Background: an optimization exercise with open tools, aiming at small area and a short achievable clock period. Do not read the settings as production practice. Only simulation tests tie the RTL to the original design; equivalence was not proved. Power is estimated from default activity; no workload was simulated.

<file path="flow/run.sh">
#!/bin/bash
# synth_recipe.tcl (not shown) runs the flow's synth.tcl, then flattens the netlist and writes it again
# the make line also repeats each setting of config.mk as NAME=value (left out here)
make -C /OpenROAD-flow-scripts/flow DESIGN_CONFIG=/design/flow/config.mk WORK_HOME=/design/flow/orfs CLKGATE_MAP_FILE= SYNTH_SCRIPT=/design/flow/synth_recipe.tcl finish
</file>
<file path="flow/design.v">
package eth_sw_pkg;
    typedef logic [31:0] eth_word_t;
    typedef struct packed {
        logic      eop;
        eth_word_t data;
    } fifo_entry_t;
    typedef enum logic [1:0] {IDLE, SEND, GAP} egress_state_e;
    typedef enum logic {PORT_A, PORT_B} port_sel_e;
    localparam eth_word_t ADDR_A_DEF        = 32'hA0A0_A0A0;
    localparam eth_word_t ADDR_B_DEF        = 32'hB0B0_B0B0;
    localparam int        FIFO_DEPTH_DEF    = 32;
    localparam int        MAX_PKT_WORDS_DEF = 16;
endpackage
module eth_pkt_fifo
#(
    parameter eth_sw_pkg::eth_word_t ADDR_A        = eth_sw_pkg::ADDR_A_DEF,
    parameter eth_sw_pkg::eth_word_t ADDR_B        = eth_sw_pkg::ADDR_B_DEF,
    parameter int        FIFO_DEPTH    = eth_sw_pkg::FIFO_DEPTH_DEF,
    parameter int        MAX_PKT_WORDS = eth_sw_pkg::MAX_PKT_WORDS_DEF
) (
    input  logic        clk,
    input  logic        rst_n,
    input  logic        in_valid,
    input  logic [31:0] in_data,
    input  logic        pop,         
    input  logic        pop_last,    
    output logic [31:0] rd_data,     
    output logic        h_dest,      
    output logic        h_single,    
    output logic        pkt_avail,
    output logic        drop
);
    localparam int AW = $clog2(FIFO_DEPTH);
    localparam int WW = $clog2(MAX_PKT_WORDS + 1);
    localparam logic [AW:0]   MAX_USED = FIFO_DEPTH - MAX_PKT_WORDS;   
    localparam logic [WW-1:0] MAX_W    = MAX_PKT_WORDS;
    logic [31:0]   mem [0:FIFO_DEPTH-1];
    logic [AW-1:0] wr_ptr, rd_ptr, hdr_ptr;
    logic [AW:0]   pkt_cnt, used;
    logic [WW-1:0] wcnt;
    logic          prev_valid, storing, hdr_dest, room, avail;
    logic          sop, match_a, match_b, admit, pay_ok, pay, commit, wr_en, pop_eop;
    logic [5:0]    hrec;
    logic [31:0]   wdata;
    logic [FIFO_DEPTH-1:0] wr_dec, hdr_dec, rd_dec, we;
    always_comb begin
        match_a = (in_data == ADDR_A);
        match_b = (in_data == ADDR_B);
        sop     = in_valid & ~prev_valid;
        admit   = sop & (match_a | match_b) & room;
        pay_ok  = prev_valid & storing & (wcnt < MAX_W);
        pay     = in_valid & pay_ok;
        commit  = ~in_valid & prev_valid & storing;
        drop    = sop & ~admit;
        wr_en   = admit | pay;
        pop_eop = pop & pop_last;
        hrec    = {4'(wcnt - 2'd2), (wcnt == WW'(1)), hdr_dest};
        wdata   = {in_data[31:6], in_valid ? in_data[5:0] : hrec};
    end
    always_comb begin
        for (int i = 0; i < FIFO_DEPTH; i++) begin
            wr_dec[i]  = pay_ok & (wr_ptr == AW'(i));
            hdr_dec[i] = prev_valid & storing & (hdr_ptr == AW'(i));
            we[i]      = in_valid ? wr_dec[i] : hdr_dec[i];
        end
    end
    always_ff @(posedge clk) begin
        for (int i = 0; i < FIFO_DEPTH; i++) begin
            if (we[i]) mem[i] <= wdata;
        end
    end
    always_ff @(posedge clk) begin
        if (admit) begin
            hdr_ptr  <= wr_ptr;
            hdr_dest <= match_b;
            wcnt     <= WW'(1);
        end else if (pay) begin
            wcnt <= wcnt + 1'b1;
        end
    end
    logic [1:0] nxt_rec;
    always_comb begin
        rd_data = '0;
        nxt_rec = '0;
        for (int i = 0; i < FIFO_DEPTH; i++) begin
            rd_data   = rd_data | ({32{rd_dec[i]}} & mem[i]);
            nxt_rec   = nxt_rec | ({2{rd_dec[i]}} & mem[(i + 1) % FIFO_DEPTH][1:0]);
        end
    end
    logic hit_cur, hit_nxt;
    assign hit_cur = (hdr_ptr == rd_ptr);
    assign hit_nxt = (hdr_ptr == AW'(rd_ptr + 1'b1));
    always_ff @(posedge clk) begin
        if (commit && (pop ? hit_nxt : hit_cur)) begin
            h_dest   <= hdr_dest;
            h_single <= (wcnt == WW'(1));
        end else if (pop) begin
            h_dest   <= nxt_rec[0];
            h_single <= nxt_rec[1];
        end
    end
    logic [AW:0] used_up, used_dn, cnt_up, cnt_dn;
    assign used_up = used + 1'b1;
    assign used_dn = ~(~used + 1'b1);
    assign cnt_up  = pkt_cnt + 1'b1;
    assign cnt_dn  = ~(~pkt_cnt + 1'b1);
    always_ff @(posedge clk or negedge rst_n) begin
        if (!rst_n) begin
            wr_ptr     <= '0;
            rd_ptr     <= '0;
            rd_dec     <= FIFO_DEPTH'(1);
            used       <= '0;
            room       <= 1'b1;
            pkt_cnt    <= '0;
            avail      <= 1'b0;
            prev_valid <= 1'b1;
            storing    <= 1'b0;
        end else begin
            prev_valid <= in_valid;
            if (wr_en) wr_ptr <= wr_ptr + 1'b1;
            if (pop) begin
                rd_ptr <= rd_ptr + 1'b1;
                rd_dec <= {rd_dec[FIFO_DEPTH-2:0], rd_dec[FIFO_DEPTH-1]};
            end
            if (admit)       storing <= 1'b1;
            else if (commit) storing <= 1'b0;
            if (wr_en & ~pop) begin
                used <= used_up;
                room <= (used < MAX_USED);
            end else if (pop & ~wr_en) begin
                used <= used_dn;
                room <= (used <= MAX_USED + 1'b1);
            end
            if (commit & ~pop_eop) begin
                pkt_cnt <= cnt_up;
                avail   <= 1'b1;
            end else if (pop_eop & ~commit) begin
                pkt_cnt <= cnt_dn;
                avail   <= (pkt_cnt != (AW+1)'(1));
            end
        end
    end
    assign pkt_avail = avail;
endmodule
module eth_switch_2p
#(
    parameter eth_sw_pkg::eth_word_t ADDR_A        = eth_sw_pkg::ADDR_A_DEF,
    parameter eth_sw_pkg::eth_word_t ADDR_B        = eth_sw_pkg::ADDR_B_DEF,
    parameter int        FIFO_DEPTH    = eth_sw_pkg::FIFO_DEPTH_DEF,
    parameter int        MAX_PKT_WORDS = eth_sw_pkg::MAX_PKT_WORDS_DEF
) (
    input  logic        clk,
    input  logic        rst_n,
    input  logic        Ain,
    input  logic [31:0] inDataA,
    input  logic        Bin,
    input  logic [31:0] inDataB,
    output logic        Aout,
    output logic [31:0] outDataA,
    output logic        Bout,
    output logic [31:0] outDataB,
    output logic [15:0] drop_cnt_a,
    output logic [15:0] drop_cnt_b
);
    logic [1:0]       pop, pop_last, pkt_avail, drop, h_dest, h_single, busy;
    logic [1:0][31:0] rd_data;
    logic [1:0][31:0] port_addr;
    logic [1:0][1:0]  cand;
    logic [1:0]       contend, gnt_v, gnt, grant, idle, send, last, src, load;
    logic [1:0][1:0]  state_q;
    logic [1:0][3:0]  rem_q;
    logic [1:0]       sel_q;
    logic [1:0]       rr_q;
    logic [1:0]       out_v;
    logic [1:0][31:0] out_d;
    logic [1:0][15:0] dcnt;
    assign port_addr[0] = ADDR_A;
    assign port_addr[1] = ADDR_B;
    for (genvar f = 0; f < 2; f++) begin : g_ing
        eth_pkt_fifo #(
            .ADDR_A(ADDR_A), .ADDR_B(ADDR_B),
            .FIFO_DEPTH(FIFO_DEPTH), .MAX_PKT_WORDS(MAX_PKT_WORDS)
        ) u_fifo (
            .clk(clk), .rst_n(rst_n),
            .in_valid((f == 0) ? Ain : Bin),
            .in_data((f == 0) ? inDataA : inDataB),
            .pop(pop[f]), .pop_last(pop_last[f]),
            .rd_data(rd_data[f]), .h_dest(h_dest[f]), .h_single(h_single[f]),
            .pkt_avail(pkt_avail[f]), .drop(drop[f])
        );
    end
    always_comb begin
        busy = '0;
        for (int p = 0; p < 2; p++) begin
            if (state_q[p] == eth_sw_pkg::SEND) busy[sel_q[p]] = 1'b1;
        end
        for (int p = 0; p < 2; p++) begin
            for (int f = 0; f < 2; f++) begin
                cand[p][f] = pkt_avail[f] & ~busy[f] & (h_dest[f] == p[0]);
            end
            contend[p] = &cand[p];
            gnt_v[p]   = |cand[p];
            gnt[p]     = contend[p] ? rr_q[p] : (cand[p][0] ? 1'b0 : 1'b1);
            idle[p]    = (state_q[p] == eth_sw_pkg::IDLE);
            send[p]    = (state_q[p] == eth_sw_pkg::SEND);
            grant[p]   = idle[p] & gnt_v[p];
            last[p]    = idle[p] ? h_single[gnt[p]] : (rem_q[p] == 4'd0);
            src[p]     = idle[p] ? gnt[p] : sel_q[p];
            load[p]    = grant[p] | send[p];
        end
        pop      = '0;
        pop_last = '0;
        for (int p = 0; p < 2; p++) begin
            if (load[p]) begin
                pop[src[p]]      = 1'b1;
                pop_last[src[p]] = last[p];
            end
        end
    end
    always_ff @(posedge clk or negedge rst_n) begin
        if (!rst_n) begin
            for (int p = 0; p < 2; p++) begin
                state_q[p] <= eth_sw_pkg::IDLE;
                sel_q[p]   <= 1'b0;
                rr_q[p]    <= 1'b0;
            end
        end else begin
            for (int p = 0; p < 2; p++) begin
                case (state_q[p])
                    eth_sw_pkg::IDLE: if (gnt_v[p]) state_q[p] <= last[p] ? eth_sw_pkg::GAP : eth_sw_pkg::SEND;
                    eth_sw_pkg::SEND: if (last[p])  state_q[p] <= eth_sw_pkg::GAP;
                    default:          state_q[p] <= eth_sw_pkg::IDLE;
                endcase
                if (grant[p]) sel_q[p] <= gnt[p];
                if (idle[p] && contend[p]) rr_q[p] <= ~gnt[p];
            end
        end
    end
    always_ff @(posedge clk) begin
        for (int p = 0; p < 2; p++) begin
            if (grant[p])     rem_q[p] <= rd_data[gnt[p]][5:2];
            else if (send[p]) rem_q[p] <= rem_q[p] - 1'b1;
        end
    end
    logic [1:0][15:0] dcnt_inc;
    logic [1:0]       dcnt_full;
    always_comb begin
        for (int p = 0; p < 2; p++) begin
            dcnt_full[p] = &dcnt[p];
            for (int i = 0; i < 16; i++) begin
                dcnt_inc[p][i] = dcnt[p][i] ^ ((dcnt[p] & ((16'd1 << i) - 16'd1)) == ((16'd1 << i) - 16'd1));
            end
        end
    end
    always_ff @(posedge clk or negedge rst_n) begin
        if (!rst_n) begin
            for (int p = 0; p < 2; p++) begin
                out_v[p] <= 1'b0;
                out_d[p] <= '0;
                dcnt[p]  <= '0;
            end
        end else begin
            for (int p = 0; p < 2; p++) begin
                out_v[p] <= load[p];
                out_d[p] <= grant[p] ? port_addr[p] : (send[p] ? rd_data[sel_q[p]] : '0);
                if (drop[p] && !dcnt_full[p]) dcnt[p] <= dcnt_inc[p];
            end
        end
    end
    assign Aout       = out_v[0];
    assign outDataA   = out_d[0];
    assign Bout       = out_v[1];
    assign outDataB   = out_d[1];
    assign drop_cnt_a = dcnt[0];
    assign drop_cnt_b = dcnt[1];
endmodule
</file>
<file path="flow/config.mk">
export PLATFORM = sky130hd
export DESIGN_NAME = eth_switch_2p
export DESIGN_NICKNAME = eth_switch_2p
export VERILOG_FILES = /design/flow/design.v
export SDC_FILE = /design/flow/constraint.sdc
export NUM_CORES = 4
export LEC_CHECK = 0
export CAP_MARGIN = 20
export CORE_MARGIN = 2
export CORE_UTILIZATION = 40
export SETUP_SLACK_MARGIN = 3.8
export SLEW_MARGIN = 20
export TNS_END_PERCENT = 10
</file>
<file path="flow/constraint.sdc">
create_clock -name core_clock -period 6.5 [get_ports {clk}]
set_input_delay 1.3000 -clock core_clock [delete_from_list [all_inputs] [get_ports {clk}]]
set_output_delay 1.3000 -clock core_clock [all_outputs]
set_load 0.01 [all_outputs]
</file>
==> summary.txt <==
## per-layer routing
| layer | GRT usage, % | wire length [um] | vias up |
|---|---|---|---|
| li1 | - | - | 21500 |
| met5 | 0 | 122 | - |
| met1 | 36.2 | 110000 | 28500 |
| met2 | 45.7 | 151000 | 4260 |
| met4 | 11.6 | 16500 | 16 |
| met3 | 6.34 | 39100 | 865 |
## critical path, stage by stage, from the launching register on
cell	delay [ps]
dfrtp_2	430
and3b_2	230
buf_12	120
or4_4	480
a211oi_4	330
nand2_4	160
mux2_4	350
xor2_2	160
nor4_4	300
mux2_4	330
## logic make-up after synthesis
logic type | count (synthesis) | share of synthesized area [%]
flops | 2304 | 79.5
compound gates | 1315 | 11.8
simple gates | 736 | 4.69
buf+inv | 351 | 1.55
xor+xnor | 84 | 0.876
mux | 67 | 0.872
fa+ha+maj | 48 | 0.702
## Yosys cell counts (20+ instances only)
cell | n | area, um^2
a221oi_1 | 140 | 1230
edfxtp_1 | 2072 | 62200
o22ai_1 | 63 | 394
dfrtp_1 | 216 | 5410
mux2_2 | 48 | 541
nand2b_1 | 20 | 125
a22o_1 | 185 | 1620
nand4_1 | 155 | 970
xnor2_1 | 52 | 455
inv_1 | 32 | 120
ha_1 | 48 | 601
xor2_1 | 31 | 272
o21ai_0 | 32 | 160
buf_1 | 43 | 161
nand3_1 | 162 | 811
or4_1 | 69 | 518
nor2_1 | 47 | 176
nand2_1 | 178 | 668
a22oi_1 | 819 | 6150
clkbuf_1 | 271 | 1020
a21oi_1 | 29 | 145
## final cells by class
class | instances | area [um^2]
fill | 17400 | 108000
clock inverter | 124 | 1190
antenna | 8 | 20.0
inverter | 33 | 136
timing repair buffer | 652 | 7270
timing repair inverter | 1 | 8.76
multi-input combinational | 2252 | 18300
tap | 2821 | 3530
clock buffer | 287 | 5940
sequential | 2304 | 68200
## power by group through the flow
stage | clock network (uW) | registers, uW | logic (uW)
2_1_floorplan | 0 | 17000 | 1580
3_3_place_gp | 0 | 17100 | 2520
3_5_place_dp | 0 | 17100 | 2570
4_1_cts | 12800 | 16800 | 3370
5_1_grt | 13400 | 16800 | 3810
6_report | 12800 | 16800 | 3590
## state kept, by name (all words and copies together) (netlist names), 12 cells and up
name	cells
out_d	64
g_ing.u_fifo.pkt_cnt	12
g_ing.u_fifo.rd_dec	64
g_ing.u_fifo.mem	2048
dcnt	32
g_ing.u_fifo.used	12
## worst paths after layout
kind | to | slack, ps | depth (start not counted)
max | g_ing[0].u_fifo.h_dest | 3320 | 9
min | g_ing[0].u_fifo.pkt_cnt[5] | 460 | 1
max reg2reg | g_ing[0].u_fifo.h_dest | 3320 | 9
min reg2reg | g_ing[0].u_fifo.pkt_cnt[5] | 460 | 1
max in group asynchronous | g_ing[1].u_fifo.rd_dec[13] | 4680 | 2
min in group asynchronous | dcnt[14] | 520 | 1
## cell usage in the layout (no fill, tap or decap), types with 30 or more instances in the layout
cell type         n
a221oi_1        132
a22o_1          185
a22oi_1         814
buf_12           78
buf_4           286
buf_6            91
bufbuf_16        31
clkbuf_1         52
clkbuf_16       229
clkbuf_2         64
clkinv_1         44
clkinv_2         35
dfrtp_1         146
dfrtp_2          34
dfrtp_4          36
dlygate4sd2_1    35
edfxtp_1       2072
ha_1             44
inv_1            32
mux2_2           46
nand2_1         176
nand3_1         150
nand4_1         155
nor2_1           37
o22ai_4          60
or4_1            32
or4_4            38
xnor2_1          52
xor2_1           30
## per-stage QoR
step                utilization, %  instance area [um^2]  setup slack, ps  total power, uW  instances
floorplan                        -                 86200             2800            18600       4905
global placement              43.6                 92500             1250            19600       7781
global route                  49.2                105000             3210            34000       8475
finish                        49.2                105000             3320            33100       8482
detailed placement            43.6                 92600             1190            19600       7785
CTS                           48.5                103000             3280            32900       8353
## repair_timing
item	in CTS	in global routing
resized for setup	425	475
endpoints found under the hold margin	0	0
pin swaps	71	40
buffers inserted	123	118
cloned	34	3
setup endpoints to repair	2430	1616
==> flow_results.xml <==
<?xml version="1.0" encoding="UTF-8"?>
<metrics>
  <group name="synthesis">
    <metric name="sequential_fraction_of_the_synthesis_area" unit="%">79.5</metric>
    <metric name="post_synth.cell_area_avg" unit="um^2">17.4</metric>
    <metric name="syn-num-nets" unit="">5021</metric>
    <metric name="ys_seq_elements" unit="">2304</metric>
    <metric name="synth_edf_count" unit="">2072</metric>
    <metric name="ys_dominant_reg_cell" unit="">edfxtp_1</metric>
    <metric name="netlist_area" unit="um^2">85500</metric>
    <metric name="synthDistinctLibCells" unit="">74</metric>
    <metric name="async_flop_share" unit="%">9.64</metric>
    <metric name="synth_warn" unit="">3</metric>
    <metric name="synthesis.instances" unit="">4905</metric>
  </group>
  <group name="timing">
    <metric name="min_period" unit="ps">3180</metric>
    <metric name="timing.final.crit_share" unit="%">48.9</metric>
    <metric name="worst_slew_margin_rel" unit="%">26.7</metric>
    <metric name="max_slew.worst_pin.slew" unit="ps">1080</metric>
    <metric name="hold-worst-slack" unit="ps">464</metric>
    <metric name="rsz0062_at_grt" unit="">yes</metric>
    <metric name="finalSetupTns" unit="ps">0</metric>
    <metric name="clock.fmax" unit="GHz">0.315</metric>
    <metric name="hold_viol" unit="">0</metric>
    <metric name="report.final.slew_viol_count" unit="">0</metric>
    <metric name="fin_worst_skew" unit="ps">61.0</metric>
    <metric name="setup_viol" unit="">0</metric>
  </group>
  <group name="global_route">
    <metric name="grt_overflow" unit="">0</metric>
    <metric name="grt_antenna_before_repair" unit="">13</metric>
    <metric name="grt_use_total" unit="%">28.0</metric>
    <metric name="grt_max_degree" unit="">117</metric>
    <metric name="wire_length_of_the_first_global_routing_pass" unit="um">425000</metric>
    <metric name="first_global_vias" unit="">52000</metric>
  </group>
  <group name="power">
    <metric name="netSwitchingFraction" unit="%">24.5</metric>
    <metric name="irDropWorstVdd" unit="uV">305</metric>
    <metric name="clockPowerShare" unit="%">38.5</metric>
    <metric name="power.share.sequential" unit="%">50.7</metric>
    <metric name="cell_internal_pwr" unit="uW">25000</metric>
    <metric name="power_density" unit="nW/um^2">317</metric>
    <metric name="pwr-share-comb" unit="%">10.8</metric>
    <metric name="power.net_switching" unit="uW">8130</metric>
    <metric name="p_leak" unit="uW">0.0351</metric>
  </group>
  <group name="route">
    <metric name="first_pass_iters" unit="">9</metric>
    <metric name="wl_per_cell" unit="um">37.2</metric>
    <metric name="viasPerCell" unit="">6.50</metric>
    <metric name="remaining_drc_errors" unit="">0</metric>
    <metric name="first_iter_violations" unit="">9111</metric>
    <metric name="routed-via-count" unit="">55200</metric>
    <metric name="drt-total-wl" unit="um">316000</metric>
    <metric name="route.antenna.remaining_nets" unit="">0</metric>
  </group>
  <group name="floorplan">
    <metric name="die-width" unit="um">466</metric>
    <metric name="row_count" unit="">169</metric>
    <metric name="die-area" unit="um^2">218000</metric>
    <metric name="fp.coreArea" unit="um^2">212000</metric>
    <metric name="floorplan.initialDensity" unit="%">40.3</metric>
    <metric name="die_y" unit="um">466</metric>
    <metric name="num_io_pins" unit="">166</metric>
  </group>
  <group name="cts">
    <metric name="cts_inserted_buffers" unit="">220</metric>
    <metric name="clk_pin_slew_worst_paths" unit="ps">60</metric>
    <metric name="clock_tree.buffer_depth" unit="">3</metric>
    <metric name="hold_buffers" unit="">0</metric>
    <metric name="clockRootBuffer" unit="">clkbuf_16</metric>
    <metric name="cts-htree-levels" unit="">4</metric>
    <metric name="worstSkewPairLatency" unit="ps">890</metric>
    <metric name="cts_tree" unit="">yes</metric>
    <metric name="clock-sinks" unit="">2304</metric>
  </group>
  <group name="cells_and_area">
    <metric name="finalNetCount" unit="">5580</metric>
    <metric name="fraction_of_layout_instances_using_a_drive_strength_above_1" unit="%">23.0</metric>
    <metric name="area_growth" unit="%">22.2</metric>
  </group>
  <group name="setup_path">
    <metric name="rr_startpoint" unit="">state_q[2]</metric>
    <metric name="crit_required" unit="ps">7090</metric>
    <metric name="path_max_fanout" unit="">5</metric>
    <metric name="start_kind" unit="">flip-flop</metric>
    <metric name="cp-startpoint" unit="">state_q[2]</metric>
    <metric name="cp-end-kind" unit="">flip-flop</metric>
    <metric name="setup.worst_path.class" unit="">flip-flop to flip-flop</metric>
    <metric name="critPathArrivalTime" unit="ps">3760</metric>
  </group>
  <group name="hold_path">
    <metric name="hold_start" unit="">g_ing[0].u_fifo.pkt_cnt[5]</metric>
    <metric name="worst_min_delay_path_class" unit="">flip-flop to flip-flop</metric>
  </group>
  <group name="place">
    <metric name="place_congestion" unit="">0.869</metric>
    <metric name="placement.io_buffers" unit="">165</metric>
    <metric name="half_perimeter_wire_length_after_detailed_placement" unit="um">164000</metric>
  </group>
  <group name="outcome">
    <metric name="status" unit="">no timing/DRC/antenna violations</metric>
  </group>
  <group name="job">
    <metric name="max_capacitance_violation_count" unit="">0</metric>
  </group>
</metrics>

## port drivers added, routing unchanged
The flow's constraints put no driver on any port. The routed layout listed below was extracted and timed again, unchanged, in two steps. Step 1 (the two cells are an assumption about what drives the block):
set clk [get_ports {clk}]
set_driving_cell -lib_cell sky130_fd_sc_hd__clkbuf_16 $clk
set_driving_cell -lib_cell sky130_fd_sc_hd__buf_2 [delete_from_list [all_inputs] $clk]
Step 2 times the ports against the registers' clock, not the clock port: input delays grow and output delays shrink by t, the midpoint of the rising clock arrivals with the driver on. a / b / c = ideal ports / drivers / drivers and shift; a / b = the first two.
shift t [ns]: 0.947
setup slack, ns: 3.324 / 3.324 / 2.488
worst setup path at the end: input to register
After both steps setup and hold are still met in this run. For this run, drivers alone change the setup slack by 0.000 ns; drivers and shift together by -0.836 ns.
